Background: an optimization exercise with open tools, aiming at small area and a short achievable clock period. Do not read the settings as production practice.
Only the layout flow was run in this run; the RTL was not checked for function there.
No activity file was given, so power comes from the tool's default toggle rates.

## flow/config.mk

```make
export PLATFORM = sky130hd
export DESIGN_NAME = wallace_mult_top
export DESIGN_NICKNAME = wallace_mult_top
export VERILOG_FILES = /design/flow/design.v
export SDC_FILE = /design/flow/constraint.sdc
export NUM_CORES = 4
export LEC_CHECK = 0
export CAP_MARGIN = 20
export CORE_MARGIN = 2
export CORE_UTILIZATION = 40
export CTS_BUF_LIST = sky130_fd_sc_hd__clkbuf_4 sky130_fd_sc_hd__clkbuf_8 sky130_fd_sc_hd__clkbuf_16
export CTS_CLUSTER_DIAMETER = 150
export CTS_CLUSTER_SIZE = 40
export SLEW_MARGIN = 20
export SYNTH_HIERARCHICAL = 1
export SYNTH_MINIMUM_KEEP_SIZE = 0
```

## flow/constraint.sdc

```tcl
create_clock -name core_clock -period 11.0 [get_ports {clk}]
set_input_delay 2.2000 -clock core_clock [delete_from_list [all_inputs] [get_ports {clk}]]
set_output_delay 2.2000 -clock core_clock [all_outputs]
set_load 0.01 [all_outputs]
```

## flow/design.v

```verilog
module wallace_mult_top (
    input  logic        clk,
    input  logic        arst_n,
    input  logic        in_valid,
    input  logic [15:0] a,
    input  logic [15:0] b,
    output logic        out_valid,
    output logic [31:0] product,
    output logic        busy
);
    logic [2:0] vld_q;
    logic       busy_q;
    always_ff @(posedge clk or negedge arst_n) begin
        if (!arst_n) begin
            vld_q  <= '0;
            busy_q <= 1'b0;
        end else begin
            vld_q  <= {vld_q[1:0], in_valid};
            busy_q <= in_valid | (|vld_q[1:0]);
        end
    end
    assign out_valid = vld_q[2];
    assign busy      = busy_q;
    logic [15:0] a_q;
    logic [15:0] b_q;
    logic [31:0] opa_n, opb_n, prod_d;
    logic pp1;
    logic pp2;
    logic pp3;
    logic pp4;
    logic pp5;
    logic pp6;
    logic pp7;
    logic pp8;
    logic pp9;
    logic pp10;
    logic pp11;
    logic pp12;
    logic pp13;
    logic pp14;
    logic pp15;
    logic pp16;
    logic pp17;
    logic pp18;
    logic pp19;
    logic pp20;
    logic pp21;
    logic pp22;
    logic pp23;
    logic pp24;
    logic pp25;
    logic pp26;
    logic pp27;
    logic pp28;
    logic pp29;
    logic pp30;
    logic pp31;
    logic pp32;
    logic pp33;
    logic pp34;
    logic pp35;
    logic pp36;
    logic pp37;
    logic pp38;
    logic pp39;
    logic pp40;
    logic pp41;
    logic pp42;
    logic pp43;
    logic pp44;
    logic pp45;
    logic pp46;
    logic pp47;
    logic pp48;
    logic pp49;
    logic pp50;
    logic pp51;
    logic pp52;
    logic pp53;
    logic pp54;
    logic pp55;
    logic pp56;
    logic pp57;
    logic pp58;
    logic pp59;
    logic pp60;
    logic pp61;
    logic pp62;
    logic pp63;
    logic pp64;
    logic pp65;
    logic pp66;
    logic pp67;
    logic pp68;
    logic pp69;
    logic pp70;
    logic pp71;
    logic pp72;
    logic pp73;
    logic pp74;
    logic pp75;
    logic pp76;
    logic pp77;
    logic pp78;
    logic pp79;
    logic pp80;
    logic pp81;
    logic pp82;
    logic pp83;
    logic pp84;
    logic pp85;
    logic pp86;
    logic pp87;
    logic pp88;
    logic pp89;
    logic pp90;
    logic pp91;
    logic pp92;
    logic pp93;
    logic pp94;
    logic pp95;
    logic pp96;
    logic pp97;
    logic pp98;
    logic pp99;
    logic pp100;
    logic pp101;
    logic pp102;
    logic pp103;
    logic pp104;
    logic pp105;
    logic pp106;
    logic pp107;
    logic pp108;
    logic pp109;
    logic pp110;
    logic pp111;
    logic pp112;
    logic pp113;
    logic pp114;
    logic pp115;
    logic pp116;
    logic pp117;
    logic pp118;
    logic pp119;
    logic pp120;
    logic pp121;
    logic pp122;
    logic pp123;
    logic pp124;
    logic pp125;
    logic pp126;
    logic pp127;
    logic pp128;
    logic pp129;
    logic pp130;
    logic pp131;
    logic pp132;
    logic pp133;
    logic pp134;
    logic pp135;
    logic pp136;
    logic pp137;
    logic pp138;
    logic pp139;
    logic pp140;
    logic pp141;
    logic pp142;
    logic pp143;
    logic pp144;
    logic pp145;
    logic pp146;
    logic pp147;
    logic pp148;
    logic pp149;
    logic pp150;
    logic pp151;
    logic pp152;
    logic pp153;
    logic pp154;
    logic pp155;
    logic pp156;
    logic pp157;
    logic pp158;
    logic pp159;
    logic pp160;
    logic pp161;
    logic pp162;
    logic pp163;
    logic pp164;
    logic pp165;
    logic pp166;
    logic pp167;
    logic pp168;
    logic pp169;
    logic pp170;
    logic pp171;
    logic pp172;
    logic pp173;
    logic pp174;
    logic pp175;
    logic pp176;
    logic pp177;
    logic pp178;
    logic pp179;
    logic pp180;
    logic pp181;
    logic pp182;
    logic pp183;
    logic pp184;
    logic pp185;
    logic pp186;
    logic pp187;
    logic pp188;
    logic pp189;
    logic pp190;
    logic pp191;
    logic pp192;
    logic pp193;
    logic pp194;
    logic pp195;
    logic pp196;
    logic pp197;
    logic pp198;
    logic pp199;
    logic pp200;
    logic pp201;
    logic pp202;
    logic pp203;
    logic pp204;
    logic pp205;
    logic pp206;
    logic pp207;
    logic pp208;
    logic pp209;
    logic pp210;
    logic pp211;
    logic pp212;
    logic pp213;
    logic pp214;
    logic pp215;
    logic pp216;
    logic pp217;
    logic pp218;
    logic pp219;
    logic pp220;
    logic pp221;
    logic pp222;
    logic pp223;
    logic pp224;
    logic pp225;
    logic pp226;
    logic pp227;
    logic pp228;
    logic pp229;
    logic pp230;
    logic pp231;
    logic pp232;
    logic pp233;
    logic pp234;
    logic pp235;
    logic pp236;
    logic pp237;
    logic pp238;
    logic pp239;
    logic pp240;
    logic pp241;
    logic pp242;
    logic pp243;
    logic pp244;
    logic pp245;
    logic pp246;
    logic pp247;
    logic pp248;
    logic pp249;
    logic pp250;
    logic pp251;
    logic pp252;
    logic pp253;
    logic pp254;
    logic pp255;
    logic pp256;
    logic s257;
    logic c258;
    logic s259;
    logic c260;
    logic s261;
    logic c262;
    logic s263;
    logic c264;
    logic s265;
    logic c266;
    logic s267;
    logic c268;
    logic s269;
    logic c270;
    logic s271;
    logic c272;
    logic s273;
    logic c274;
    logic s275;
    logic c276;
    logic s277;
    logic c278;
    logic s279;
    logic c280;
    logic s281;
    logic c282;
    logic s283;
    logic c284;
    logic s285;
    logic c286;
    logic s287;
    logic c288;
    logic s289;
    logic c290;
    logic s291;
    logic c292;
    logic s293;
    logic c294;
    logic s295;
    logic c296;
    logic s297;
    logic c298;
    logic s299;
    logic c300;
    logic s301;
    logic c302;
    logic s303;
    logic c304;
    logic s305;
    logic c306;
    logic s307;
    logic c308;
    logic s309;
    logic c310;
    logic s311;
    logic c312;
    logic s313;
    logic c314;
    logic s315;
    logic c316;
    logic s317;
    logic c318;
    logic s319;
    logic c320;
    logic s321;
    logic c322;
    logic s323;
    logic c324;
    logic s325;
    logic c326;
    logic s327;
    logic c328;
    logic s329;
    logic c330;
    logic s331;
    logic c332;
    logic s333;
    logic c334;
    logic s335;
    logic c336;
    logic s337;
    logic c338;
    logic s339;
    logic c340;
    logic s341;
    logic c342;
    logic s343;
    logic c344;
    logic s345;
    logic c346;
    logic s347;
    logic c348;
    logic s349;
    logic c350;
    logic s351;
    logic c352;
    logic s353;
    logic c354;
    logic s355;
    logic c356;
    logic s357;
    logic c358;
    logic s359;
    logic c360;
    logic s361;
    logic c362;
    logic s363;
    logic c364;
    logic s365;
    logic c366;
    logic s367;
    logic c368;
    logic s369;
    logic c370;
    logic s371;
    logic c372;
    logic s373;
    logic c374;
    logic s375;
    logic c376;
    logic s377;
    logic c378;
    logic s379;
    logic c380;
    logic s381;
    logic c382;
    logic s383;
    logic c384;
    logic s385;
    logic c386;
    logic s387;
    logic c388;
    logic s389;
    logic c390;
    logic s391;
    logic c392;
    logic s393;
    logic c394;
    logic s395;
    logic c396;
    logic s397;
    logic c398;
    logic s399;
    logic c400;
    logic s401;
    logic c402;
    logic s403;
    logic c404;
    logic s405;
    logic c406;
    logic s407;
    logic c408;
    logic s409;
    logic c410;
    logic s411;
    logic c412;
    logic s413;
    logic c414;
    logic s415;
    logic c416;
    logic s417;
    logic c418;
    logic s419;
    logic c420;
    logic s421;
    logic c422;
    logic s423;
    logic c424;
    logic s425;
    logic c426;
    logic s427;
    logic c428;
    logic s429;
    logic c430;
    logic s431;
    logic c432;
    logic s433;
    logic c434;
    logic s435;
    logic c436;
    logic s437;
    logic c438;
    logic s439;
    logic c440;
    logic s441;
    logic c442;
    logic s443;
    logic c444;
    logic s445;
    logic c446;
    logic s447;
    logic c448;
    logic s449;
    logic c450;
    logic s451;
    logic c452;
    logic s453;
    logic c454;
    logic s455;
    logic c456;
    logic s457;
    logic c458;
    logic s459;
    logic c460;
    logic s461;
    logic c462;
    logic s463;
    logic c464;
    logic s465;
    logic c466;
    logic s467;
    logic c468;
    logic s469;
    logic c470;
    logic s471;
    logic c472;
    logic s473;
    logic c474;
    logic s475;
    logic c476;
    logic s477;
    logic c478;
    logic s479;
    logic c480;
    logic s481;
    logic c482;
    logic s483;
    logic c484;
    logic s485;
    logic c486;
    logic s487;
    logic c488;
    logic s489;
    logic c490;
    logic s491;
    logic c492;
    logic s493;
    logic c494;
    logic s495;
    logic c496;
    logic s497;
    logic c498;
    logic s499;
    logic c500;
    logic s501;
    logic c502;
    logic s503;
    logic c504;
    logic s505;
    logic c506;
    logic s507;
    logic c508;
    logic s509;
    logic c510;
    logic s511;
    logic c512;
    logic s513;
    logic c514;
    logic s515;
    logic c516;
    logic s517;
    logic c518;
    logic s519;
    logic c520;
    logic s521;
    logic c522;
    logic s523;
    logic c524;
    logic s525;
    logic c526;
    logic s527;
    logic c528;
    logic s529;
    logic c530;
    logic s531;
    logic c532;
    logic s533;
    logic c534;
    logic s535;
    logic c536;
    logic s537;
    logic c538;
    logic s539;
    logic c540;
    logic s541;
    logic c542;
    logic s543;
    logic c544;
    logic s545;
    logic c546;
    logic s547;
    logic c548;
    logic s549;
    logic c550;
    logic s551;
    logic c552;
    logic s553;
    logic c554;
    logic s555;
    logic c556;
    logic s557;
    logic c558;
    logic s559;
    logic c560;
    logic s561;
    logic c562;
    logic s563;
    logic c564;
    logic s565;
    logic c566;
    logic s567;
    logic c568;
    logic s569;
    logic c570;
    logic s571;
    logic c572;
    logic s573;
    logic c574;
    logic s575;
    logic c576;
    logic s577;
    logic c578;
    logic s579;
    logic c580;
    logic s581;
    logic c582;
    logic s583;
    logic c584;
    logic s585;
    logic c586;
    logic s587;
    logic c588;
    logic s589;
    logic c590;
    logic s591;
    logic c592;
    logic s593;
    logic c594;
    logic s595;
    logic c596;
    logic s597;
    logic c598;
    logic s599;
    logic c600;
    logic s601;
    logic c602;
    logic s603;
    logic c604;
    logic s605;
    logic c606;
    logic s607;
    logic c608;
    logic s609;
    logic c610;
    logic s611;
    logic c612;
    logic s613;
    logic c614;
    logic s615;
    logic c616;
    logic s617;
    logic c618;
    logic s619;
    logic c620;
    logic s621;
    logic c622;
    logic s623;
    logic c624;
    logic s625;
    logic c626;
    logic s627;
    logic c628;
    logic s629;
    logic c630;
    logic s631;
    logic c632;
    logic s633;
    logic c634;
    logic s635;
    logic c636;
    logic s637;
    logic c638;
    logic s639;
    logic c640;
    logic s641;
    logic c642;
    logic s643;
    logic c644;
    logic s645;
    logic c646;
    logic s647;
    logic c648;
    logic s649;
    logic c650;
    logic s651;
    logic c652;
    logic s653;
    logic c654;
    logic s655;
    logic c656;
    logic s657;
    logic c658;
    logic s659;
    logic c660;
    logic s661;
    logic c662;
    logic s663;
    logic c664;
    logic s665;
    logic c666;
    logic s667;
    logic c668;
    logic s669;
    logic c670;
    logic s671;
    logic c672;
    logic s673;
    logic c674;
    logic s675;
    logic c676;
    logic s677;
    logic c678;
    logic s679;
    logic c680;
    logic s681;
    logic c682;
    logic s683;
    logic c684;
    logic r0_c0_0;
    logic r0_c1_0;
    logic r0_c2_0;
    logic r0_c3_0;
    logic r0_c4_0;
    logic r0_c5_0;
    logic r0_c5_1;
    logic r0_c6_0;
    logic r0_c6_1;
    logic r0_c6_2;
    logic r0_c7_0;
    logic r0_c7_1;
    logic r0_c8_0;
    logic r0_c8_1;
    logic r0_c9_0;
    logic r0_c9_1;
    logic r0_c10_0;
    logic r0_c10_1;
    logic r0_c11_0;
    logic r0_c11_1;
    logic r0_c11_2;
    logic r0_c11_3;
    logic r0_c12_0;
    logic r0_c12_1;
    logic r0_c12_2;
    logic r0_c13_0;
    logic r0_c13_1;
    logic r0_c13_2;
    logic r0_c14_0;
    logic r0_c14_1;
    logic r0_c14_2;
    logic r0_c15_0;
    logic r0_c15_1;
    logic r0_c15_2;
    logic r0_c16_0;
    logic r0_c16_1;
    logic r0_c16_2;
    logic r0_c16_3;
    logic r0_c16_4;
    logic r0_c17_0;
    logic r0_c17_1;
    logic r0_c17_2;
    logic r0_c18_0;
    logic r0_c18_1;
    logic r0_c18_2;
    logic r0_c18_3;
    logic r0_c19_0;
    logic r0_c19_1;
    logic r0_c19_2;
    logic r0_c19_3;
    logic r0_c20_0;
    logic r0_c20_1;
    logic r0_c20_2;
    logic r0_c20_3;
    logic r0_c21_0;
    logic r0_c21_1;
    logic r0_c22_0;
    logic r0_c22_1;
    logic r0_c22_2;
    logic r0_c23_0;
    logic r0_c23_1;
    logic r0_c23_2;
    logic r0_c24_0;
    logic r0_c24_1;
    logic r0_c24_2;
    logic r0_c25_0;
    logic r0_c25_1;
    logic r0_c25_2;
    logic r0_c26_0;
    logic r0_c27_0;
    logic r0_c27_1;
    logic r0_c28_0;
    logic r0_c28_1;
    logic r0_c29_0;
    logic r0_c29_1;
    logic r0_c30_0;
    logic r0_c30_1;
    assign pp1 = ~(a_q[0] & b_q[0]);
    assign pp2 = ~(a_q[0] & b_q[1]);
    assign pp3 = ~(a_q[0] & b_q[2]);
    assign pp4 = ~(a_q[0] & b_q[3]);
    assign pp5 = ~(a_q[0] & b_q[4]);
    assign pp6 = ~(a_q[0] & b_q[5]);
    assign pp7 = ~(a_q[0] & b_q[6]);
    assign pp8 = ~(a_q[0] & b_q[7]);
    assign pp9 = ~(a_q[0] & b_q[8]);
    assign pp10 = ~(a_q[0] & b_q[9]);
    assign pp11 = ~(a_q[0] & b_q[10]);
    assign pp12 = ~(a_q[0] & b_q[11]);
    assign pp13 = ~(a_q[0] & b_q[12]);
    assign pp14 = ~(a_q[0] & b_q[13]);
    assign pp15 = ~(a_q[0] & b_q[14]);
    assign pp16 = ~(a_q[0] & b_q[15]);
    assign pp17 = ~(a_q[1] & b_q[0]);
    assign pp18 = ~(a_q[1] & b_q[1]);
    assign pp19 = ~(a_q[1] & b_q[2]);
    assign pp20 = ~(a_q[1] & b_q[3]);
    assign pp21 = ~(a_q[1] & b_q[4]);
    assign pp22 = ~(a_q[1] & b_q[5]);
    assign pp23 = ~(a_q[1] & b_q[6]);
    assign pp24 = ~(a_q[1] & b_q[7]);
    assign pp25 = ~(a_q[1] & b_q[8]);
    assign pp26 = ~(a_q[1] & b_q[9]);
    assign pp27 = ~(a_q[1] & b_q[10]);
    assign pp28 = ~(a_q[1] & b_q[11]);
    assign pp29 = ~(a_q[1] & b_q[12]);
    assign pp30 = ~(a_q[1] & b_q[13]);
    assign pp31 = ~(a_q[1] & b_q[14]);
    assign pp32 = ~(a_q[1] & b_q[15]);
    assign pp33 = ~(a_q[2] & b_q[0]);
    assign pp34 = ~(a_q[2] & b_q[1]);
    assign pp35 = ~(a_q[2] & b_q[2]);
    assign pp36 = ~(a_q[2] & b_q[3]);
    assign pp37 = ~(a_q[2] & b_q[4]);
    assign pp38 = ~(a_q[2] & b_q[5]);
    assign pp39 = ~(a_q[2] & b_q[6]);
    assign pp40 = ~(a_q[2] & b_q[7]);
    assign pp41 = ~(a_q[2] & b_q[8]);
    assign pp42 = ~(a_q[2] & b_q[9]);
    assign pp43 = ~(a_q[2] & b_q[10]);
    assign pp44 = ~(a_q[2] & b_q[11]);
    assign pp45 = ~(a_q[2] & b_q[12]);
    assign pp46 = ~(a_q[2] & b_q[13]);
    assign pp47 = ~(a_q[2] & b_q[14]);
    assign pp48 = ~(a_q[2] & b_q[15]);
    assign pp49 = ~(a_q[3] & b_q[0]);
    assign pp50 = ~(a_q[3] & b_q[1]);
    assign pp51 = ~(a_q[3] & b_q[2]);
    assign pp52 = ~(a_q[3] & b_q[3]);
    assign pp53 = ~(a_q[3] & b_q[4]);
    assign pp54 = ~(a_q[3] & b_q[5]);
    assign pp55 = ~(a_q[3] & b_q[6]);
    assign pp56 = ~(a_q[3] & b_q[7]);
    assign pp57 = ~(a_q[3] & b_q[8]);
    assign pp58 = ~(a_q[3] & b_q[9]);
    assign pp59 = ~(a_q[3] & b_q[10]);
    assign pp60 = ~(a_q[3] & b_q[11]);
    assign pp61 = ~(a_q[3] & b_q[12]);
    assign pp62 = ~(a_q[3] & b_q[13]);
    assign pp63 = ~(a_q[3] & b_q[14]);
    assign pp64 = ~(a_q[3] & b_q[15]);
    assign pp65 = ~(a_q[4] & b_q[0]);
    assign pp66 = ~(a_q[4] & b_q[1]);
    assign pp67 = ~(a_q[4] & b_q[2]);
    assign pp68 = ~(a_q[4] & b_q[3]);
    assign pp69 = ~(a_q[4] & b_q[4]);
    assign pp70 = ~(a_q[4] & b_q[5]);
    assign pp71 = ~(a_q[4] & b_q[6]);
    assign pp72 = ~(a_q[4] & b_q[7]);
    assign pp73 = ~(a_q[4] & b_q[8]);
    assign pp74 = ~(a_q[4] & b_q[9]);
    assign pp75 = ~(a_q[4] & b_q[10]);
    assign pp76 = ~(a_q[4] & b_q[11]);
    assign pp77 = ~(a_q[4] & b_q[12]);
    assign pp78 = ~(a_q[4] & b_q[13]);
    assign pp79 = ~(a_q[4] & b_q[14]);
    assign pp80 = ~(a_q[4] & b_q[15]);
    assign pp81 = ~(a_q[5] & b_q[0]);
    assign pp82 = ~(a_q[5] & b_q[1]);
    assign pp83 = ~(a_q[5] & b_q[2]);
    assign pp84 = ~(a_q[5] & b_q[3]);
    assign pp85 = ~(a_q[5] & b_q[4]);
    assign pp86 = ~(a_q[5] & b_q[5]);
    assign pp87 = ~(a_q[5] & b_q[6]);
    assign pp88 = ~(a_q[5] & b_q[7]);
    assign pp89 = ~(a_q[5] & b_q[8]);
    assign pp90 = ~(a_q[5] & b_q[9]);
    assign pp91 = ~(a_q[5] & b_q[10]);
    assign pp92 = ~(a_q[5] & b_q[11]);
    assign pp93 = ~(a_q[5] & b_q[12]);
    assign pp94 = ~(a_q[5] & b_q[13]);
    assign pp95 = ~(a_q[5] & b_q[14]);
    assign pp96 = ~(a_q[5] & b_q[15]);
    assign pp97 = ~(a_q[6] & b_q[0]);
    assign pp98 = ~(a_q[6] & b_q[1]);
    assign pp99 = ~(a_q[6] & b_q[2]);
    assign pp100 = ~(a_q[6] & b_q[3]);
    assign pp101 = ~(a_q[6] & b_q[4]);
    assign pp102 = ~(a_q[6] & b_q[5]);
    assign pp103 = ~(a_q[6] & b_q[6]);
    assign pp104 = ~(a_q[6] & b_q[7]);
    assign pp105 = ~(a_q[6] & b_q[8]);
    assign pp106 = ~(a_q[6] & b_q[9]);
    assign pp107 = ~(a_q[6] & b_q[10]);
    assign pp108 = ~(a_q[6] & b_q[11]);
    assign pp109 = ~(a_q[6] & b_q[12]);
    assign pp110 = ~(a_q[6] & b_q[13]);
    assign pp111 = ~(a_q[6] & b_q[14]);
    assign pp112 = ~(a_q[6] & b_q[15]);
    assign pp113 = ~(a_q[7] & b_q[0]);
    assign pp114 = ~(a_q[7] & b_q[1]);
    assign pp115 = ~(a_q[7] & b_q[2]);
    assign pp116 = ~(a_q[7] & b_q[3]);
    assign pp117 = ~(a_q[7] & b_q[4]);
    assign pp118 = ~(a_q[7] & b_q[5]);
    assign pp119 = ~(a_q[7] & b_q[6]);
    assign pp120 = ~(a_q[7] & b_q[7]);
    assign pp121 = ~(a_q[7] & b_q[8]);
    assign pp122 = ~(a_q[7] & b_q[9]);
    assign pp123 = ~(a_q[7] & b_q[10]);
    assign pp124 = ~(a_q[7] & b_q[11]);
    assign pp125 = ~(a_q[7] & b_q[12]);
    assign pp126 = ~(a_q[7] & b_q[13]);
    assign pp127 = ~(a_q[7] & b_q[14]);
    assign pp128 = ~(a_q[7] & b_q[15]);
    assign pp129 = ~(a_q[8] & b_q[0]);
    assign pp130 = ~(a_q[8] & b_q[1]);
    assign pp131 = ~(a_q[8] & b_q[2]);
    assign pp132 = ~(a_q[8] & b_q[3]);
    assign pp133 = ~(a_q[8] & b_q[4]);
    assign pp134 = ~(a_q[8] & b_q[5]);
    assign pp135 = ~(a_q[8] & b_q[6]);
    assign pp136 = ~(a_q[8] & b_q[7]);
    assign pp137 = ~(a_q[8] & b_q[8]);
    assign pp138 = ~(a_q[8] & b_q[9]);
    assign pp139 = ~(a_q[8] & b_q[10]);
    assign pp140 = ~(a_q[8] & b_q[11]);
    assign pp141 = ~(a_q[8] & b_q[12]);
    assign pp142 = ~(a_q[8] & b_q[13]);
    assign pp143 = ~(a_q[8] & b_q[14]);
    assign pp144 = ~(a_q[8] & b_q[15]);
    assign pp145 = ~(a_q[9] & b_q[0]);
    assign pp146 = ~(a_q[9] & b_q[1]);
    assign pp147 = ~(a_q[9] & b_q[2]);
    assign pp148 = ~(a_q[9] & b_q[3]);
    assign pp149 = ~(a_q[9] & b_q[4]);
    assign pp150 = ~(a_q[9] & b_q[5]);
    assign pp151 = ~(a_q[9] & b_q[6]);
    assign pp152 = ~(a_q[9] & b_q[7]);
    assign pp153 = ~(a_q[9] & b_q[8]);
    assign pp154 = ~(a_q[9] & b_q[9]);
    assign pp155 = ~(a_q[9] & b_q[10]);
    assign pp156 = ~(a_q[9] & b_q[11]);
    assign pp157 = ~(a_q[9] & b_q[12]);
    assign pp158 = ~(a_q[9] & b_q[13]);
    assign pp159 = ~(a_q[9] & b_q[14]);
    assign pp160 = ~(a_q[9] & b_q[15]);
    assign pp161 = ~(a_q[10] & b_q[0]);
    assign pp162 = ~(a_q[10] & b_q[1]);
    assign pp163 = ~(a_q[10] & b_q[2]);
    assign pp164 = ~(a_q[10] & b_q[3]);
    assign pp165 = ~(a_q[10] & b_q[4]);
    assign pp166 = ~(a_q[10] & b_q[5]);
    assign pp167 = ~(a_q[10] & b_q[6]);
    assign pp168 = ~(a_q[10] & b_q[7]);
    assign pp169 = ~(a_q[10] & b_q[8]);
    assign pp170 = ~(a_q[10] & b_q[9]);
    assign pp171 = ~(a_q[10] & b_q[10]);
    assign pp172 = ~(a_q[10] & b_q[11]);
    assign pp173 = ~(a_q[10] & b_q[12]);
    assign pp174 = ~(a_q[10] & b_q[13]);
    assign pp175 = ~(a_q[10] & b_q[14]);
    assign pp176 = ~(a_q[10] & b_q[15]);
    assign pp177 = ~(a_q[11] & b_q[0]);
    assign pp178 = ~(a_q[11] & b_q[1]);
    assign pp179 = ~(a_q[11] & b_q[2]);
    assign pp180 = ~(a_q[11] & b_q[3]);
    assign pp181 = ~(a_q[11] & b_q[4]);
    assign pp182 = ~(a_q[11] & b_q[5]);
    assign pp183 = ~(a_q[11] & b_q[6]);
    assign pp184 = ~(a_q[11] & b_q[7]);
    assign pp185 = ~(a_q[11] & b_q[8]);
    assign pp186 = ~(a_q[11] & b_q[9]);
    assign pp187 = ~(a_q[11] & b_q[10]);
    assign pp188 = ~(a_q[11] & b_q[11]);
    assign pp189 = ~(a_q[11] & b_q[12]);
    assign pp190 = ~(a_q[11] & b_q[13]);
    assign pp191 = ~(a_q[11] & b_q[14]);
    assign pp192 = ~(a_q[11] & b_q[15]);
    assign pp193 = ~(a_q[12] & b_q[0]);
    assign pp194 = ~(a_q[12] & b_q[1]);
    assign pp195 = ~(a_q[12] & b_q[2]);
    assign pp196 = ~(a_q[12] & b_q[3]);
    assign pp197 = ~(a_q[12] & b_q[4]);
    assign pp198 = ~(a_q[12] & b_q[5]);
    assign pp199 = ~(a_q[12] & b_q[6]);
    assign pp200 = ~(a_q[12] & b_q[7]);
    assign pp201 = ~(a_q[12] & b_q[8]);
    assign pp202 = ~(a_q[12] & b_q[9]);
    assign pp203 = ~(a_q[12] & b_q[10]);
    assign pp204 = ~(a_q[12] & b_q[11]);
    assign pp205 = ~(a_q[12] & b_q[12]);
    assign pp206 = ~(a_q[12] & b_q[13]);
    assign pp207 = ~(a_q[12] & b_q[14]);
    assign pp208 = ~(a_q[12] & b_q[15]);
    assign pp209 = ~(a_q[13] & b_q[0]);
    assign pp210 = ~(a_q[13] & b_q[1]);
    assign pp211 = ~(a_q[13] & b_q[2]);
    assign pp212 = ~(a_q[13] & b_q[3]);
    assign pp213 = ~(a_q[13] & b_q[4]);
    assign pp214 = ~(a_q[13] & b_q[5]);
    assign pp215 = ~(a_q[13] & b_q[6]);
    assign pp216 = ~(a_q[13] & b_q[7]);
    assign pp217 = ~(a_q[13] & b_q[8]);
    assign pp218 = ~(a_q[13] & b_q[9]);
    assign pp219 = ~(a_q[13] & b_q[10]);
    assign pp220 = ~(a_q[13] & b_q[11]);
    assign pp221 = ~(a_q[13] & b_q[12]);
    assign pp222 = ~(a_q[13] & b_q[13]);
    assign pp223 = ~(a_q[13] & b_q[14]);
    assign pp224 = ~(a_q[13] & b_q[15]);
    assign pp225 = ~(a_q[14] & b_q[0]);
    assign pp226 = ~(a_q[14] & b_q[1]);
    assign pp227 = ~(a_q[14] & b_q[2]);
    assign pp228 = ~(a_q[14] & b_q[3]);
    assign pp229 = ~(a_q[14] & b_q[4]);
    assign pp230 = ~(a_q[14] & b_q[5]);
    assign pp231 = ~(a_q[14] & b_q[6]);
    assign pp232 = ~(a_q[14] & b_q[7]);
    assign pp233 = ~(a_q[14] & b_q[8]);
    assign pp234 = ~(a_q[14] & b_q[9]);
    assign pp235 = ~(a_q[14] & b_q[10]);
    assign pp236 = ~(a_q[14] & b_q[11]);
    assign pp237 = ~(a_q[14] & b_q[12]);
    assign pp238 = ~(a_q[14] & b_q[13]);
    assign pp239 = ~(a_q[14] & b_q[14]);
    assign pp240 = ~(a_q[14] & b_q[15]);
    assign pp241 = ~(a_q[15] & b_q[0]);
    assign pp242 = ~(a_q[15] & b_q[1]);
    assign pp243 = ~(a_q[15] & b_q[2]);
    assign pp244 = ~(a_q[15] & b_q[3]);
    assign pp245 = ~(a_q[15] & b_q[4]);
    assign pp246 = ~(a_q[15] & b_q[5]);
    assign pp247 = ~(a_q[15] & b_q[6]);
    assign pp248 = ~(a_q[15] & b_q[7]);
    assign pp249 = ~(a_q[15] & b_q[8]);
    assign pp250 = ~(a_q[15] & b_q[9]);
    assign pp251 = ~(a_q[15] & b_q[10]);
    assign pp252 = ~(a_q[15] & b_q[11]);
    assign pp253 = ~(a_q[15] & b_q[12]);
    assign pp254 = ~(a_q[15] & b_q[13]);
    assign pp255 = ~(a_q[15] & b_q[14]);
    assign pp256 = ~(a_q[15] & b_q[15]);
    mfa u_ha0 (.x(pp17), .y(pp2), .z(1'b1), .s(s257), .c(c258));
    mfa u_fa0 (.x(pp18), .y(pp3), .z(pp33), .s(s259), .c(c260));
    mfa u_ha1 (.x(c258), .y(s259), .z(1'b1), .s(s261), .c(c262));
    mfa u_fa1 (.x(pp19), .y(pp34), .z(pp4), .s(s263), .c(c264));
    mfa u_fa2 (.x(pp49), .y(c260), .z(s263), .s(s265), .c(c266));
    mfa u_ha2 (.x(c262), .y(s265), .z(1'b1), .s(s267), .c(c268));
    mfa u_fa3 (.x(pp20), .y(pp35), .z(pp5), .s(s269), .c(c270));
    mfa u_fa4 (.x(pp50), .y(pp65), .z(c264), .s(s271), .c(c272));
    mfa u_fa5 (.x(s269), .y(c266), .z(s271), .s(s273), .c(c274));
    mfa u_ha3 (.x(c268), .y(s273), .z(1'b1), .s(s275), .c(c276));
    mfa u_fa6 (.x(pp21), .y(pp36), .z(pp51), .s(s277), .c(c278));
    mfa u_fa7 (.x(pp6), .y(pp66), .z(pp81), .s(s279), .c(c280));
    mfa u_fa8 (.x(c270), .y(s277), .z(s279), .s(s281), .c(c282));
    mfa u_fa9 (.x(c272), .y(s281), .z(c274), .s(s283), .c(c284));
    mfa u_fa10 (.x(pp22), .y(pp37), .z(pp52), .s(s285), .c(c286));
    mfa u_fa11 (.x(pp67), .y(pp7), .z(pp82), .s(s287), .c(c288));
    mfa u_fa12 (.x(pp97), .y(c278), .z(c280), .s(s289), .c(c290));
    mfa u_fa13 (.x(s285), .y(s287), .z(c282), .s(s291), .c(c292));
    mfa u_fa14 (.x(pp113), .y(pp23), .z(pp38), .s(s293), .c(c294));
    mfa u_fa15 (.x(pp53), .y(pp68), .z(pp8), .s(s295), .c(c296));
    mfa u_fa16 (.x(pp83), .y(pp98), .z(c286), .s(s297), .c(c298));
    mfa u_fa17 (.x(c288), .y(s293), .z(s295), .s(s299), .c(c300));
    mfa u_fa18 (.x(c290), .y(s297), .z(s299), .s(s301), .c(c302));
    mfa u_fa19 (.x(pp114), .y(pp129), .z(pp24), .s(s303), .c(c304));
    mfa u_fa20 (.x(pp39), .y(pp54), .z(pp69), .s(s305), .c(c306));
    mfa u_fa21 (.x(pp84), .y(pp9), .z(pp99), .s(s307), .c(c308));
    mfa u_fa22 (.x(c294), .y(c296), .z(s303), .s(s309), .c(c310));
    mfa u_fa23 (.x(s305), .y(s307), .z(c298), .s(s311), .c(c312));
    mfa u_fa24 (.x(c300), .y(s309), .z(s311), .s(s313), .c(c314));
    mfa u_fa25 (.x(pp10), .y(pp100), .z(pp115), .s(s315), .c(c316));
    mfa u_fa26 (.x(pp130), .y(pp145), .z(pp25), .s(s317), .c(c318));
    mfa u_fa27 (.x(pp40), .y(pp55), .z(pp70), .s(s319), .c(c320));
    mfa u_fa28 (.x(pp85), .y(c304), .z(c306), .s(s321), .c(c322));
    mfa u_fa29 (.x(c308), .y(s315), .z(s317), .s(s323), .c(c324));
    mfa u_fa30 (.x(s319), .y(c310), .z(s321), .s(s325), .c(c326));
    mfa u_fa31 (.x(s323), .y(c312), .z(s325), .s(s327), .c(c328));
    mfa u_fa32 (.x(pp101), .y(pp11), .z(pp116), .s(s329), .c(c330));
    mfa u_fa33 (.x(pp131), .y(pp146), .z(pp161), .s(s331), .c(c332));
    mfa u_fa34 (.x(pp26), .y(pp41), .z(pp56), .s(s333), .c(c334));
    mfa u_fa35 (.x(pp71), .y(pp86), .z(c316), .s(s335), .c(c336));
    mfa u_fa36 (.x(c318), .y(c320), .z(s329), .s(s337), .c(c338));
    mfa u_fa37 (.x(s331), .y(s333), .z(c322), .s(s339), .c(c340));
    mfa u_fa38 (.x(c324), .y(s335), .z(s337), .s(s341), .c(c342));
    mfa u_fa39 (.x(c326), .y(s339), .z(s341), .s(s343), .c(c344));
    mfa u_fa40 (.x(pp102), .y(pp117), .z(pp12), .s(s345), .c(c346));
    mfa u_fa41 (.x(pp132), .y(pp147), .z(pp162), .s(s347), .c(c348));
    mfa u_fa42 (.x(pp177), .y(pp27), .z(pp42), .s(s349), .c(c350));
    mfa u_fa43 (.x(pp57), .y(pp72), .z(pp87), .s(s351), .c(c352));
    mfa u_fa44 (.x(c330), .y(c332), .z(c334), .s(s353), .c(c354));
    mfa u_fa45 (.x(s345), .y(s347), .z(s349), .s(s355), .c(c356));
    mfa u_fa46 (.x(s351), .y(c336), .z(c338), .s(s357), .c(c358));
    mfa u_fa47 (.x(s353), .y(s355), .z(c340), .s(s359), .c(c360));
    mfa u_fa48 (.x(pp103), .y(pp118), .z(pp13), .s(s361), .c(c362));
    mfa u_fa49 (.x(pp133), .y(pp148), .z(pp163), .s(s363), .c(c364));
    mfa u_fa50 (.x(pp178), .y(pp193), .z(pp28), .s(s365), .c(c366));
    mfa u_fa51 (.x(pp43), .y(pp58), .z(pp73), .s(s367), .c(c368));
    mfa u_fa52 (.x(pp88), .y(c346), .z(c348), .s(s369), .c(c370));
    mfa u_fa53 (.x(c350), .y(c352), .z(s361), .s(s371), .c(c372));
    mfa u_fa54 (.x(s363), .y(s365), .z(s367), .s(s373), .c(c374));
    mfa u_fa55 (.x(c354), .y(c356), .z(s369), .s(s375), .c(c376));
    mfa u_fa56 (.x(s371), .y(s373), .z(c358), .s(s377), .c(c378));
    mfa u_fa57 (.x(pp104), .y(pp119), .z(pp134), .s(s379), .c(c380));
    mfa u_fa58 (.x(pp14), .y(pp149), .z(pp164), .s(s381), .c(c382));
    mfa u_fa59 (.x(pp179), .y(pp194), .z(pp209), .s(s383), .c(c384));
    mfa u_fa60 (.x(pp29), .y(pp44), .z(pp59), .s(s385), .c(c386));
    mfa u_fa61 (.x(pp74), .y(pp89), .z(c362), .s(s387), .c(c388));
    mfa u_fa62 (.x(c364), .y(c366), .z(c368), .s(s389), .c(c390));
    mfa u_fa63 (.x(s379), .y(s381), .z(s383), .s(s391), .c(c392));
    mfa u_fa64 (.x(s385), .y(c370), .z(c372), .s(s393), .c(c394));
    mfa u_fa65 (.x(c374), .y(s387), .z(s389), .s(s395), .c(c396));
    mfa u_fa66 (.x(s391), .y(c376), .z(s393), .s(s397), .c(c398));
    mfa u_fa67 (.x(pp105), .y(pp120), .z(pp135), .s(s399), .c(c400));
    mfa u_fa68 (.x(pp15), .y(pp150), .z(pp165), .s(s401), .c(c402));
    mfa u_fa69 (.x(pp180), .y(pp195), .z(pp210), .s(s403), .c(c404));
    mfa u_fa70 (.x(pp225), .y(pp30), .z(pp45), .s(s405), .c(c406));
    mfa u_fa71 (.x(pp60), .y(pp75), .z(pp90), .s(s407), .c(c408));
    mfa u_fa72 (.x(c380), .y(c382), .z(c384), .s(s409), .c(c410));
    mfa u_fa73 (.x(c386), .y(s399), .z(s401), .s(s411), .c(c412));
    mfa u_fa74 (.x(s403), .y(s405), .z(s407), .s(s413), .c(c414));
    mfa u_fa75 (.x(c388), .y(c390), .z(c392), .s(s415), .c(c416));
    mfa u_fa76 (.x(s409), .y(s411), .z(s413), .s(s417), .c(c418));
    mfa u_fa77 (.x(c394), .y(c396), .z(s415), .s(s419), .c(c420));
    mfa u_fa78 (.x(pp106), .y(pp121), .z(pp136), .s(s421), .c(c422));
    mfa u_fa79 (.x(pp151), .y(pp16), .z(pp166), .s(s423), .c(c424));
    mfa u_fa80 (.x(pp181), .y(pp196), .z(pp211), .s(s425), .c(c426));
    mfa u_fa81 (.x(pp226), .y(pp241), .z(pp31), .s(s427), .c(c428));
    mfa u_fa82 (.x(pp46), .y(pp61), .z(pp76), .s(s429), .c(c430));
    mfa u_fa83 (.x(pp91), .y(c400), .z(c402), .s(s431), .c(c432));
    mfa u_fa84 (.x(c404), .y(c406), .z(c408), .s(s433), .c(c434));
    mfa u_fa85 (.x(s421), .y(s423), .z(s425), .s(s435), .c(c436));
    mfa u_fa86 (.x(s427), .y(s429), .z(c410), .s(s437), .c(c438));
    mfa u_fa87 (.x(c412), .y(c414), .z(s431), .s(s439), .c(c440));
    mfa u_fa88 (.x(s433), .y(s435), .z(c416), .s(s441), .c(c442));
    mfa u_fa89 (.x(s437), .y(c418), .z(s439), .s(s443), .c(c444));
    mfa u_fa90 (.x(pp107), .y(pp122), .z(pp137), .s(s445), .c(c446));
    mfa u_fa91 (.x(pp152), .y(pp167), .z(pp182), .s(s447), .c(c448));
    mfa u_fa92 (.x(pp197), .y(pp212), .z(pp227), .s(s449), .c(c450));
    mfa u_fa93 (.x(pp242), .y(pp32), .z(pp47), .s(s451), .c(c452));
    mfa u_fa94 (.x(pp62), .y(pp77), .z(pp92), .s(s453), .c(c454));
    mfa u_fa95 (.x(c422), .y(c424), .z(c426), .s(s455), .c(c456));
    mfa u_fa96 (.x(c428), .y(c430), .z(s445), .s(s457), .c(c458));
    mfa u_fa97 (.x(s447), .y(s449), .z(s451), .s(s459), .c(c460));
    mfa u_fa98 (.x(s453), .y(c432), .z(c434), .s(s461), .c(c462));
    mfa u_fa99 (.x(c436), .y(s455), .z(s457), .s(s463), .c(c464));
    mfa u_fa100 (.x(s459), .y(c438), .z(c440), .s(s465), .c(c466));
    mfa u_fa101 (.x(pp108), .y(pp123), .z(pp138), .s(s467), .c(c468));
    mfa u_fa102 (.x(pp153), .y(pp168), .z(pp183), .s(s469), .c(c470));
    mfa u_fa103 (.x(pp198), .y(pp213), .z(pp228), .s(s471), .c(c472));
    mfa u_fa104 (.x(pp243), .y(pp48), .z(pp63), .s(s473), .c(c474));
    mfa u_fa105 (.x(pp78), .y(pp93), .z(c446), .s(s475), .c(c476));
    mfa u_fa106 (.x(c448), .y(c450), .z(c452), .s(s477), .c(c478));
    mfa u_fa107 (.x(c454), .y(s467), .z(s469), .s(s479), .c(c480));
    mfa u_fa108 (.x(s471), .y(s473), .z(c456), .s(s481), .c(c482));
    mfa u_fa109 (.x(c458), .y(c460), .z(s475), .s(s483), .c(c484));
    mfa u_fa110 (.x(s477), .y(s479), .z(c462), .s(s485), .c(c486));
    mfa u_fa111 (.x(s481), .y(c464), .z(s483), .s(s487), .c(c488));
    mfa u_fa112 (.x(pp109), .y(pp124), .z(pp139), .s(s489), .c(c490));
    mfa u_fa113 (.x(pp154), .y(pp169), .z(pp184), .s(s491), .c(c492));
    mfa u_fa114 (.x(pp199), .y(pp214), .z(pp229), .s(s493), .c(c494));
    mfa u_fa115 (.x(pp244), .y(pp64), .z(pp79), .s(s495), .c(c496));
    mfa u_fa116 (.x(pp94), .y(c468), .z(c470), .s(s497), .c(c498));
    mfa u_fa117 (.x(c472), .y(c474), .z(s489), .s(s499), .c(c500));
    mfa u_fa118 (.x(s491), .y(s493), .z(s495), .s(s501), .c(c502));
    mfa u_fa119 (.x(c476), .y(c478), .z(c480), .s(s503), .c(c504));
    mfa u_fa120 (.x(s497), .y(s499), .z(s501), .s(s505), .c(c506));
    mfa u_fa121 (.x(c482), .y(c484), .z(s503), .s(s507), .c(c508));
    mfa u_fa122 (.x(pp110), .y(pp125), .z(pp140), .s(s509), .c(c510));
    mfa u_fa123 (.x(pp155), .y(pp170), .z(pp185), .s(s511), .c(c512));
    mfa u_fa124 (.x(pp200), .y(pp215), .z(pp230), .s(s513), .c(c514));
    mfa u_fa125 (.x(pp245), .y(pp80), .z(pp95), .s(s515), .c(c516));
    mfa u_fa126 (.x(c490), .y(c492), .z(c494), .s(s517), .c(c518));
    mfa u_fa127 (.x(c496), .y(s509), .z(s511), .s(s519), .c(c520));
    mfa u_fa128 (.x(s513), .y(s515), .z(c498), .s(s521), .c(c522));
    mfa u_fa129 (.x(c500), .y(c502), .z(s517), .s(s523), .c(c524));
    mfa u_fa130 (.x(s519), .y(c504), .z(s521), .s(s525), .c(c526));
    mfa u_fa131 (.x(pp111), .y(pp126), .z(pp141), .s(s527), .c(c528));
    mfa u_fa132 (.x(pp156), .y(pp171), .z(pp186), .s(s529), .c(c530));
    mfa u_fa133 (.x(pp201), .y(pp216), .z(pp231), .s(s531), .c(c532));
    mfa u_fa134 (.x(pp246), .y(pp96), .z(c510), .s(s533), .c(c534));
    mfa u_fa135 (.x(c512), .y(c514), .z(c516), .s(s535), .c(c536));
    mfa u_fa136 (.x(s527), .y(s529), .z(s531), .s(s537), .c(c538));
    mfa u_fa137 (.x(c518), .y(c520), .z(s533), .s(s539), .c(c540));
    mfa u_fa138 (.x(s535), .y(s537), .z(c522), .s(s541), .c(c542));
    mfa u_fa139 (.x(pp112), .y(pp127), .z(pp142), .s(s543), .c(c544));
    mfa u_fa140 (.x(pp157), .y(pp172), .z(pp187), .s(s545), .c(c546));
    mfa u_fa141 (.x(pp202), .y(pp217), .z(pp232), .s(s547), .c(c548));
    mfa u_fa142 (.x(pp247), .y(c528), .z(c530), .s(s549), .c(c550));
    mfa u_fa143 (.x(c532), .y(s543), .z(s545), .s(s551), .c(c552));
    mfa u_fa144 (.x(s547), .y(c534), .z(c536), .s(s553), .c(c554));
    mfa u_fa145 (.x(c538), .y(s549), .z(s551), .s(s555), .c(c556));
    mfa u_fa146 (.x(c540), .y(s553), .z(s555), .s(s557), .c(c558));
    mfa u_fa147 (.x(pp128), .y(pp143), .z(pp158), .s(s559), .c(c560));
    mfa u_fa148 (.x(pp173), .y(pp188), .z(pp203), .s(s561), .c(c562));
    mfa u_fa149 (.x(pp218), .y(pp233), .z(pp248), .s(s563), .c(c564));
    mfa u_fa150 (.x(c544), .y(c546), .z(c548), .s(s565), .c(c566));
    mfa u_fa151 (.x(s559), .y(s561), .z(s563), .s(s567), .c(c568));
    mfa u_fa152 (.x(c550), .y(c552), .z(s565), .s(s569), .c(c570));
    mfa u_fa153 (.x(s567), .y(c554), .z(c556), .s(s571), .c(c572));
    mfa u_fa154 (.x(pp144), .y(pp159), .z(pp174), .s(s573), .c(c574));
    mfa u_fa155 (.x(pp189), .y(pp204), .z(pp219), .s(s575), .c(c576));
    mfa u_fa156 (.x(pp234), .y(pp249), .z(c560), .s(s577), .c(c578));
    mfa u_fa157 (.x(c562), .y(c564), .z(s573), .s(s579), .c(c580));
    mfa u_fa158 (.x(s575), .y(c566), .z(c568), .s(s581), .c(c582));
    mfa u_fa159 (.x(s577), .y(s579), .z(c570), .s(s583), .c(c584));
    mfa u_fa160 (.x(pp160), .y(pp175), .z(pp190), .s(s585), .c(c586));
    mfa u_fa161 (.x(pp205), .y(pp220), .z(pp235), .s(s587), .c(c588));
    mfa u_fa162 (.x(pp250), .y(c574), .z(c576), .s(s589), .c(c590));
    mfa u_fa163 (.x(s585), .y(s587), .z(c578), .s(s591), .c(c592));
    mfa u_fa164 (.x(c580), .y(s589), .z(c582), .s(s593), .c(c594));
    mfa u_fa165 (.x(pp176), .y(pp191), .z(pp206), .s(s595), .c(c596));
    mfa u_fa166 (.x(pp221), .y(pp236), .z(pp251), .s(s597), .c(c598));
    mfa u_fa167 (.x(c586), .y(c588), .z(s595), .s(s599), .c(c600));
    mfa u_fa168 (.x(s597), .y(c590), .z(s599), .s(s601), .c(c602));
    mfa u_fa169 (.x(pp192), .y(pp207), .z(pp222), .s(s603), .c(c604));
    mfa u_fa170 (.x(pp237), .y(pp252), .z(c596), .s(s605), .c(c606));
    mfa u_fa171 (.x(c598), .y(s603), .z(c600), .s(s607), .c(c608));
    mfa u_fa172 (.x(s605), .y(c602), .z(s607), .s(s609), .c(c610));
    mfa u_fa173 (.x(pp208), .y(pp223), .z(pp238), .s(s611), .c(c612));
    mfa u_fa174 (.x(pp253), .y(c604), .z(s611), .s(s613), .c(c614));
    mfa u_fa175 (.x(c606), .y(s613), .z(c608), .s(s615), .c(c616));
    mfa u_fa176 (.x(pp224), .y(pp239), .z(pp254), .s(s617), .c(c618));
    mfa u_fa177 (.x(c612), .y(s617), .z(c614), .s(s619), .c(c620));
    mfa u_fa178 (.x(pp240), .y(pp255), .z(c618), .s(s621), .c(c622));
    mfa u_fa179 (.x(r0_c6_0), .y(r0_c6_1), .z(r0_c6_2), .s(s623), .c(c624));
    mfa u_fa180 (.x(r0_c7_0), .y(r0_c7_1), .z(c624), .s(s625), .c(c626));
    mfa u_fa181 (.x(r0_c8_0), .y(r0_c8_1), .z(c626), .s(s627), .c(c628));
    mfa u_ha4 (.x(r0_c9_0), .y(r0_c9_1), .z(1'b1), .s(s629), .c(c630));
    mfa u_fa182 (.x(r0_c10_0), .y(r0_c10_1), .z(c630), .s(s631), .c(c632));
    mfa u_fa183 (.x(r0_c11_0), .y(r0_c11_1), .z(r0_c11_2), .s(s633), .c(c634));
    mfa u_fa184 (.x(r0_c11_3), .y(s633), .z(c632), .s(s635), .c(c636));
    mfa u_fa185 (.x(r0_c12_0), .y(r0_c12_1), .z(r0_c12_2), .s(s637), .c(c638));
    mfa u_ha5 (.x(c634), .y(s637), .z(1'b1), .s(s639), .c(c640));
    mfa u_fa186 (.x(r0_c13_0), .y(r0_c13_1), .z(r0_c13_2), .s(s641), .c(c642));
    mfa u_fa187 (.x(c638), .y(s641), .z(c640), .s(s643), .c(c644));
    mfa u_fa188 (.x(r0_c14_0), .y(r0_c14_1), .z(r0_c14_2), .s(s645), .c(c646));
    mfa u_ha6 (.x(c642), .y(s645), .z(1'b1), .s(s647), .c(c648));
    mfa u_fa189 (.x(r0_c15_0), .y(r0_c15_1), .z(r0_c15_2), .s(s649), .c(c650));
    mfa u_fa190 (.x(c646), .y(s649), .z(c648), .s(s651), .c(c652));
    mfa u_fa191 (.x(r0_c16_0), .y(r0_c16_1), .z(r0_c16_2), .s(s653), .c(c654));
    mfa u_fa192 (.x(r0_c16_3), .y(r0_c16_4), .z(c650), .s(s655), .c(c656));
    mfa u_ha7 (.x(s653), .y(s655), .z(1'b1), .s(s657), .c(c658));
    mfa u_fa193 (.x(r0_c17_0), .y(r0_c17_1), .z(r0_c17_2), .s(s659), .c(c660));
    mfa u_fa194 (.x(c654), .y(s659), .z(c656), .s(s661), .c(c662));
    mfa u_fa195 (.x(r0_c18_0), .y(r0_c18_1), .z(r0_c18_2), .s(s663), .c(c664));
    mfa u_fa196 (.x(r0_c18_3), .y(c660), .z(s663), .s(s665), .c(c666));
    mfa u_fa197 (.x(r0_c19_0), .y(r0_c19_1), .z(r0_c19_2), .s(s667), .c(c668));
    mfa u_fa198 (.x(r0_c19_3), .y(c664), .z(s667), .s(s669), .c(c670));
    mfa u_fa199 (.x(r0_c20_0), .y(r0_c20_1), .z(r0_c20_2), .s(s671), .c(c672));
    mfa u_fa200 (.x(r0_c20_3), .y(c668), .z(s671), .s(s673), .c(c674));
    mfa u_fa201 (.x(r0_c21_0), .y(r0_c21_1), .z(c672), .s(s675), .c(c676));
    mfa u_fa202 (.x(r0_c22_0), .y(r0_c22_1), .z(r0_c22_2), .s(s677), .c(c678));
    mfa u_fa203 (.x(r0_c23_0), .y(r0_c23_1), .z(r0_c23_2), .s(s679), .c(c680));
    mfa u_fa204 (.x(r0_c24_0), .y(r0_c24_1), .z(r0_c24_2), .s(s681), .c(c682));
    mfa u_fa205 (.x(r0_c25_0), .y(r0_c25_1), .z(r0_c25_2), .s(s683), .c(c684));
    assign opa_n = {1'b1, r0_c30_0, r0_c29_0, r0_c28_0, r0_c27_0, r0_c26_0, c682, c680, c678, c676, c674, c670, c666, c662, c658, c652, s651, c644, s643, c636, s635, s631, c628, s627, s625, s623, r0_c5_0, r0_c4_0, r0_c3_0, r0_c2_0, r0_c1_0, r0_c0_0};
    assign opb_n = {1'b1, r0_c30_1, r0_c29_1, r0_c28_1, r0_c27_1, c684, s683, s681, s679, s677, s675, s673, s669, s665, s661, s657, 1'b1, s647, 1'b1, s639, 1'b1, 1'b1, s629, 1'b1, 1'b1, 1'b1, r0_c5_1, 1'b1, 1'b1, 1'b1, 1'b1, 1'b1};
    assign prod_d = ~(opa_n + opb_n + 32'd1);
    always_ff @(posedge clk) begin
        a_q <= a;
        b_q <= b;
        r0_c0_0 <= pp1;
        r0_c1_0 <= s257;
        r0_c2_0 <= s261;
        r0_c3_0 <= s267;
        r0_c4_0 <= s275;
        r0_c5_0 <= c276;
        r0_c5_1 <= s283;
        r0_c6_0 <= s289;
        r0_c6_1 <= s291;
        r0_c6_2 <= c284;
        r0_c7_0 <= c292;
        r0_c7_1 <= s301;
        r0_c8_0 <= c302;
        r0_c8_1 <= s313;
        r0_c9_0 <= c314;
        r0_c9_1 <= s327;
        r0_c10_0 <= c328;
        r0_c10_1 <= s343;
        r0_c11_0 <= c342;
        r0_c11_1 <= s357;
        r0_c11_2 <= s359;
        r0_c11_3 <= c344;
        r0_c12_0 <= s375;
        r0_c12_1 <= c360;
        r0_c12_2 <= s377;
        r0_c13_0 <= s395;
        r0_c13_1 <= c378;
        r0_c13_2 <= s397;
        r0_c14_0 <= s417;
        r0_c14_1 <= c398;
        r0_c14_2 <= s419;
        r0_c15_0 <= c420;
        r0_c15_1 <= s441;
        r0_c15_2 <= s443;
        r0_c16_0 <= s461;
        r0_c16_1 <= s463;
        r0_c16_2 <= c442;
        r0_c16_3 <= c444;
        r0_c16_4 <= s465;
        r0_c17_0 <= s485;
        r0_c17_1 <= c466;
        r0_c17_2 <= s487;
        r0_c18_0 <= s505;
        r0_c18_1 <= c486;
        r0_c18_2 <= c488;
        r0_c18_3 <= s507;
        r0_c19_0 <= c506;
        r0_c19_1 <= s523;
        r0_c19_2 <= c508;
        r0_c19_3 <= s525;
        r0_c20_0 <= c524;
        r0_c20_1 <= s539;
        r0_c20_2 <= s541;
        r0_c20_3 <= c526;
        r0_c21_0 <= c542;
        r0_c21_1 <= s557;
        r0_c22_0 <= s569;
        r0_c22_1 <= s571;
        r0_c22_2 <= c558;
        r0_c23_0 <= s581;
        r0_c23_1 <= c572;
        r0_c23_2 <= s583;
        r0_c24_0 <= s591;
        r0_c24_1 <= c584;
        r0_c24_2 <= s593;
        r0_c25_0 <= c592;
        r0_c25_1 <= s601;
        r0_c25_2 <= c594;
        r0_c26_0 <= s609;
        r0_c27_0 <= c610;
        r0_c27_1 <= s615;
        r0_c28_0 <= s619;
        r0_c28_1 <= c616;
        r0_c29_0 <= s621;
        r0_c29_1 <= c620;
        r0_c30_0 <= pp256;
        r0_c30_1 <= c622;
        product <= prod_d;
    end
endmodule
module mfa (input logic x, input logic y, input logic z, output logic s, output logic c);
    assign s = x ^ y ^ z;
    assign c = (x & y) | (x & z) | (y & z);
endmodule
module mha (input logic x, input logic y, output logic s, output logic c);
    assign s = x ^ y;
    assign c = x & y;
endmodule
```

## flow/flow/run.sh

```bash
#!/bin/bash
# Standard ORFS layout (standard.sh, unchanged synthesis) with two changes: ports are
# buffered with sky130_fd_sc_hd__buf_2 instead of the default delay buffer, and repair_timing aims for
# extra setup slack.
set -euo pipefail
export BUFFER_PORTS_ARGS="-buffer_cell sky130_fd_sc_hd__buf_2"
export SETUP_SLACK_MARGIN=8.1
bash standard.sh > standard_flow.log 2>&1
```

## flow/standard.sh

```bash
#!/bin/bash
# synth_recipe.tcl (not shown) runs the flow's synth.tcl, then flattens the netlist and writes it again
# the make line also repeats each setting of config.mk as NAME=value (left out here)
make -C /OpenROAD-flow-scripts/flow DESIGN_CONFIG=/design/flow/config.mk WORK_HOME=/design/flow/orfs CLKGATE_MAP_FILE= SYNTH_SCRIPT=/design/flow/synth_recipe.tcl "${@:-finish}"
```

==> metrics.md <==
| Metric | Value |
|---|---|
| Status | `complete, no violations` |
| Largest family of logic cells by synthesized area | `adder cells` |
| Kind of critical path | `flop to flop` |
| Internal | `2520 uW` |
| GPL Wtd Cong | `0.833` |
| Post-Layout Cell Count | `1202` |
| Row count | `56` |
| DR iter-0 viols | `461` |
| Reg power frac | `0.203` |
| Pwr Density | `385 nW/um^2` |
| Setup Viol. Count Final | `0` |
| Fmax | `0.313 GHz` |
| Placeable Area | `23500 sq um` |
| Layout area overhead | `17.0%` |
| Final Hold Viols | `0` |
| Rel. slew slack | `0.679` |
| Worst r2r path cells | `10` |
| Sequential area share after synthesis | `0.306` |
| Vias/cell | `5.04` |
| Worst slack at placement | `7760 ps` |
| Total track usage | `0.190` |
| Max-Cap Viols | `0` |
| Number of flops mapped to enable cells by yosys | `0` |
| Actual slew at the worst max-slew pin | `470 ps` |
| Synthesis Warnings | `7` |
| Die width | `158 um` |
| CP required | `11350 ps` |
| End point of the critical path | `product[28]` |
| Synth Area in Compound Gates | `0.0399` |
| CTS HTree Levels | `4` |
| I/O Buffers | `68` |
| Commonest non-fill, non-tap cell in the layout | `nand2_1` |
| Grt ovf | `0` |
| Final Critical Period | `3190 ps` |
| Period utilization | `0.290` |
| Total CTS buffers | `17` |
| Slew Limit Fails | `0` |
| Adder and majority gate portion of the synthesized area | `0.475` |
| Largest net degree at the start of global routing | `17` |
| CP endpoint kind | `flop` |
| Simple-Gate Fraction of Synth Area | `0.126` |
| Switching share of power | `0.413` |
| Combinational fraction of design power | `0.659` |
| Mean Syn Cell Area | `11.5 sq um` |
| Synth Register Bits | `145` |
| Drt pass-1 iters | `5` |
| Async S/R FF share, synth | `0.0276` |
| Initial core utilization | `0.406` |
| Fill cells | `2111` |
| DP Cell Count | `1158` |
| Number of top-level pins | `69` |
| Ant. Diodes | `0` |
| DRC Markers | `0` |
| Final nets | `1140` |
| Worst IR Drop VDD | `192 uV` |
| Worst Slack Setup Final | `7810 ps` |
| Vias in the first global route | `6492` |
| R2R Path End | `product[28]` |
| Hold WC Path Type | `flop to flop` |
| Multiplexer area fraction after synthesis | `0` |
| Sink Count | `145` |
| Critical Path AT | `3550 ps` |
| CTS tree | `yes` |
| Post-route core utilization | `0.475` |
| Most frequent cells in the layout | `262 x nand2_1, 201 x fa_1, 95 x dfxtp_1, 54 x buf_2, 30 x dfxtp_4` |
| Reg2Reg Setup Slack | `7810 ps` |
| Worst Setup SP | `r0_c15_0` |
| Primary FF master, synth | `dfxtp_1` |
| RR Startpoint | `r0_c15_0` |
| Post-CTS Hold Buffers | `0` |
| Clock Tree Buf Depth | `2` |
| Die area | `25100 sq um` |
| Synth Area in XOR/XNOR | `0.0202` |
| Root buf cell | `clkbuf_16` |
| Die span in y | `158 um` |
| Routed Antenna Nets | `0` |
| Power share of the clock group | `0.139` |
| First-pass GRT wire length | `35400 um` |
| Multi-input combinational cell area | `6510 sq um` |
| DPL Wire Length | `15800 um` |
| Distinct cells, synth | `49` |
| Clk_skew | `9.29 ps` |
| RSZ-0062 raised after global routing | `yes` |
| CP Max Fanout | `3` |
| Share of layout cells above drive strength 1 | `0.224` |
| DRT Wirelength | `22300 um` |
| Sequential Area | `3060 sq um` |
| Leakage Power | `0.00414 uW` |
| Syn Inst Count | `829` |
| Worst skew pair latency | `430 ps` |
| DR vias | `6059` |
| Initial antenna violation count | `0` |
| P_sw | `1780 uW` |
| Routed length per instance | `18.6 um` |
| Post-Syn Area | `9540 sq um` |
| Clk slew on worst S/H paths | `60 ps` |
| Setup TNS | `0 ps` |
| Critical path startpoint category | `flop` |
[per-layer routing]
layer,track usage,part of all wire,vias up
li1,-,-,2635
met1,0.282,0.46,3106
met2,0.275,0.44,294
met3,0.0441,0.083,24
met4,0.0631,0.012,0
met5,0,0,-
[through the flow]
step,power [uW],area [sq um],hold slack (ps)
final,4300,11200,357
after CTS,4130,10900,358
after detailed placement,3360,10200,344
after global placement,3360,10200,339
after global routing,4680,11200,363
after floorplan,2820,9690,338
[power groups by stage]
stage	sequential [uW]	combinational, uW	clock [uW]
finish	872	2830	596
CTS	870	2650	609
global placement	873	2480	0
global route	893	3150	633
floorplan	857	1960	0
detailed placement	876	2490	0
[per-module statistics from Yosys (local to each module, per instance)]
module            cells  flops+latches
wallace_mult_top    615            145
mfa                   1              0
[worst min path at each step]
stage                     startpoint         end  slack, ps  depth (start not counted)
after detailed placement     r0_c2_0  product[2]        340                          1
final                        r0_c2_0  product[2]        360                          1
after CTS                    r0_c2_0  product[2]        360                          1
after global routing         r0_c2_0  product[2]        360                          1
after floorplan              r0_c0_0  product[0]        340                          1
after global placement       r0_c1_0  product[1]        340                          1
[cells in the mapped netlist (4+ instances only)]
cell	number	area [sq um]
dfrtp_1	4	100
a21oi_1	12	60.1
dfxtp_1	141	2820
o21ai_0	5	25.0
ha_1	20	250
nand2_1	263	987
nor2_1	6	22.5
xor2_1	6	52.6
clkbuf_1	64	240
a31oi_1	5	31.3
fa_1	214	4280
nand3_1	6	30.0
xnor2_1	16	140
inv_1	16	60.1
[final cells by class]
type	instances	share of cell area
sequential	145	0.274
inverter	16	0.00538
timing repair buffer	81	0.0474
tap	319	0.0358
clock buffer	19	0.0416
clock inverter	12	0.0129
multi-input combinational	610	0.583
[timing repair]
item | CTS | global route
gates resized for setup | 48 | 59
buffers inserted | 4 | 9
endpoints found under the setup margin | 94 | 67
pin swaps | 18 | 13
[kinds of logic (layout without fill, tap and decap cells)]
logic type	Yosys count	after routing
fa+ha+maj	234	234
simple gates	296	296
xor+xnor	22	22
other cells	1	8
compound gates	50	50
buf+inv	81	128
flops	145	145
[state kept, by name, indices dropped and copies added, names as in the netlist, 3 cells and up]
name,flops
b_q,16
a_q,16
product,32
vld_q,3
[worst max-delay path, stage by stage (launching register included)]
cell,delay [ps]
dfxtp_2,320
fa_2,380
fa_2,430
fa_1,600
ha_4,220
and3b_2,210
nor3b_2,150
a211o_1,350
a21oi_2,200
buf_4,140
xor2_1,110

==> port drivers added, routing unchanged <==
Ports are ideal in the flow. The routed layout listed here was re-timed in OpenROAD. Step 1: set_driving_cell puts a clkbuf_16 on clk and a buf_2 on each other input, an assumption about the parent block. Step 2 also shifts input and output timing later by t, the mid clock arrival at the registers, as if the neighbouring blocks saw the same clock. Three values: no drivers, after step 1, after step 2; two values: the first two.
t, ns: 0.472
setup slack, ns: 7.807 / 7.807 / 7.807
clock arrival spread, ns: 0.009 / 0.009
After both steps this run still meets setup and hold. The setup slack of this run moves by 0.000 ns with the drivers and by 0.000 ns with both steps.
